Context: an optimization exercise on an open-source flow, tuned for small area, a short achievable clock period and few clock cycles. The choices shown serve that exercise and are no tape-out recipe. Only simulation tests tie the RTL to the original design; equivalence was not proved. Power and IR drop assume default switching activity.

==> flow/design.v (excerpt) <==
module attn_top (
    input  wire logic         I_CLK,
    input  wire logic         I_RST_N,
    input  wire logic         i_attn_start,
    input  wire logic         i_sa_vld,
    input  wire logic [127:0] i_sa_result,
    output logic              o_sa_start,
    output logic [127:0]      o_mat_1,
    output logic [127:0]      o_mat_2,
    output logic [127:0]      o_data_load,
    output logic              o_data_vld,
    output logic [127:0]      o_att_data,
    input  wire logic         i_bram_rd_vld,
    input  wire logic [127:0] i_bram_rd_mat,
    input  wire logic         i_bram_wr_done,
    output logic              o_rd_ena,
    output logic              o_wr_ena,
    output logic [1:0]        o_bram_sel_mat,
    output logic [0:0]        o_bram_sel_line,
    output logic [0:0]        o_bram_sel_col
);
export LEC_CHECK = 0
export CAP_MARGIN = 20
export CORE_MARGIN = 2
export CORE_UTILIZATION = 40
export GPL_ROUTABILITY_DRIVEN = 0
export SETUP_SLACK_MARGIN = 2.0
export SLEW_MARGIN = 20
create_clock -name core_clock -period 4.0 [get_ports {I_CLK}]
standard.sh (not shown) runs the stock make flow with config.mk's settings and CLKGATE_MAP_FILE= SYNTH_SCRIPT=/design/flow/synth_recipe.tcl, a recipe that flattens the netlist after the stock synthesis.
==> flow/flow/run.sh <==
#!/bin/bash
# Standard ORFS layout with two placement tweaks:
#  - port buffers use buf_2 (each port still gets its own buffer);
#  - after global placement, each output port's buffer is moved next to the
#    cell that drives it (outbuf_near.tcl), so the register drives a short
#    wire and the buffer drives the long one; detailed placement then
#    legalizes as usual.
set -euo pipefail
export BUFFER_PORTS_ARGS="-buffer_cell sky130_fd_sc_hd__buf_2"
export POST_GLOBAL_PLACE_TCL="$PWD/flow/outbuf_near.tcl"
bash standard.sh > standard_flow.log 2>&1
==> flow/flow/outbuf_near.tcl <==
# Move each output port's buffer next to the cell that drives it, so the
# driving register sees a short wire and the buffer drives the long one.
set n 0
foreach bt [[ord::get_db_block] getBTerms] {
  if {[$bt getIoType] != "OUTPUT"} continue
  set net [$bt getNet]
  set buf ""
  foreach it [$net getITerms] { if {[$it isOutputSignal]} { set buf [$it getInst] } }
  if {$buf == ""} continue
  set drv ""
  foreach it [$buf getITerms] {
    if {[$it isInputSignal]} {
      set n2 [$it getNet]
      if {$n2 == "NULL"} continue
      foreach it2 [$n2 getITerms] { if {[$it2 isOutputSignal]} { set drv [$it2 getInst] } }
    }
  }
  if {$drv == ""} continue
  set loc [$drv getLocation]
  $buf setLocation [lindex $loc 0] [lindex $loc 1]
  incr n
}
puts "moved $n output buffers next to their drivers"
Testbench counts at the start, summed over its fixed seeds: cycles 8,704.
Edit:
--- a/flow/design.v
+++ b/flow/design.v
@@ -125,42 +125,40 @@
     logic [1:0] sc_dst;          
     logic       sc_copy;         
     logic       sc_zero;         
     logic       m_end;
     logic       s_end;
     logic [1:0] m_age;           
     logic [1:0] s_age;           
-    logic [4:0] ccap;            
     logic [5:0] mdone;           
     logic       f_st;            
     logic       f_stb;           
-    logic       f_capa;          
-    logic       f_capb;          
     logic       f_na;            
     logic       f_nb;            
+    logic ld_a, ld_b, ld_bt, ld_d;           
+    logic rs_d, rs_a3, rs_w;                 
+    logic do_copy, do_zero;
     logic mem_ans;
     logic mem_free;
     logic sa_free;
-    logic sa_ans;
     logic active;
     logic mem_go;
     logic start_go;              
     logic sa_go;                 
     logic rd_q, wr_q, st_q;
     logic dv_q;                  
     logic dep_ok;
     logic need_ok;
     logic last_done;
     assign mem_ans  = (rd_q && i_bram_rd_vld) || (wr_q && i_bram_wr_done);
     assign mem_free = !mem_busy || mem_ans;
-    assign sa_ans   = sa_busy && i_sa_vld;
     assign sa_free  = !sa_busy || i_sa_vld;
     assign active   = running;
     assign start_go = i_attn_start && !running;
-    assign dep_ok    = mc_nodep || (mc_cap ? (f_capa || (i_sa_vld && f_capb)) : (f_st || (sa_go && f_stb)));
+    assign dep_ok    = mc_nodep || (mc_cap ? (f_st && !(rs_w && !i_sa_vld)) : (f_st || (sa_go && f_stb)));
     assign need_ok   = f_na || (mem_ans && f_nb);
     assign mem_go    = active && mem_free && m_age[1] && !m_end && dep_ok;
     assign sa_go     = active && sa_free && s_age[1] && !s_end && need_ok;
     assign last_done = m_end && mem_ans;
     always_ff @(posedge I_CLK) begin
         mc_wr    <= m_wr;
         mc_mat   <= m_mat;
@@ -180,43 +178,35 @@
             3'd1, 3'd5: sc_dst <= RES_A3;
             default:    sc_dst <= RES_W;
         endcase
         sc_copy  <= (spc[2:0] == 3'd5);
         sc_zero  <= (spc[1:0] == 2'd3);
         f_st   <= sa_go   ? (spc >= mc_dep)    : (spc > mc_dep);
         f_stb  <= sa_go   ? (spc == mc_depm)   : (spc == mc_dep);
-        f_capa <= sa_ans  ? (ccap >= mc_dep)   : (ccap > mc_dep);
-        f_capb <= sa_ans  ? (ccap == mc_depm)  : (ccap == mc_dep);
         f_na   <= mem_ans ? (mdone >= sc_need) : (mdone > sc_need);
         f_nb   <= mem_ans ? (mdone == sc_needm) : (mdone == sc_need);
     end
     always_ff @(posedge I_CLK or negedge I_RST_N) begin
         if (!I_RST_N) begin
-            ccap  <= '0;
             mdone <= '0;
             m_age <= 2'd2;
             s_age <= 2'd2;
         end else begin
             if (last_done) begin
-                ccap  <= '0;
                 mdone <= '0;
             end else begin
-                if (sa_ans)  ccap  <= ccap + 5'd1;
                 if (mem_ans) mdone <= mdone + 6'd1;
             end
             if (mem_go)              m_age <= '0;
             else if (start_go)       m_age <= 2'd1;
             else if (!m_age[1])      m_age <= m_age + 2'd1;
             if (sa_go)               s_age <= '0;
             else if (!s_age[1])      s_age <= s_age + 2'd1;
         end
     end
-    logic ld_a, ld_b, ld_bt, ld_d;           
-    logic rs_d, rs_a3, rs_w;                 
-    logic do_copy, do_zero;
     always_ff @(posedge I_CLK or negedge I_RST_N) begin
         if (!I_RST_N) begin
             running         <= 1'b0;
             mpc             <= '0;
             spc             <= '0;
             mem_busy        <= 1'b0;
             mem_wr          <= 1'b0;
Clock-buffer cell count fell by 1.
Final cell count decreases by about 0.37%.
Utilization increases by 0.21 points.
Total power increases by about 3.6%.
Clock power came out higher by about 3%.
Testbench counts after the change, summed over its fixed seeds: cycles 8,704.

[port drivers added, routing unchanged]
The results above use ideal ports. As a check the final layouts listed here were re-extracted and re-timed, cells and wires unchanged.
Step 1 sets driving cells, clkbuf_16 on the clock port and buf_2 on the other inputs (assumed; they add their load-dependent delay and slew).
Step 2 moves the port delays by t, midway between the first and last clock arrival at a register: inputs arrive t later, outputs are due t later. That takes back most of the time a late clock gives input paths.
Three values: ideal, step 1, step 2; two values: the first two.
run | t (ns) | setup WS [ns] | worst slew at a driven data input, ns
the first run | 0.661 | 1.979 / 1.913 / 1.383 | 0.19
the second run | 0.663 | 1.976 / 1.908 / 1.437 | 0.20
After both steps every run listed still meets setup and hold. The setup slack of the first run, which loses most, moves by -0.066 ns with the drivers and by -0.596 ns with both steps.
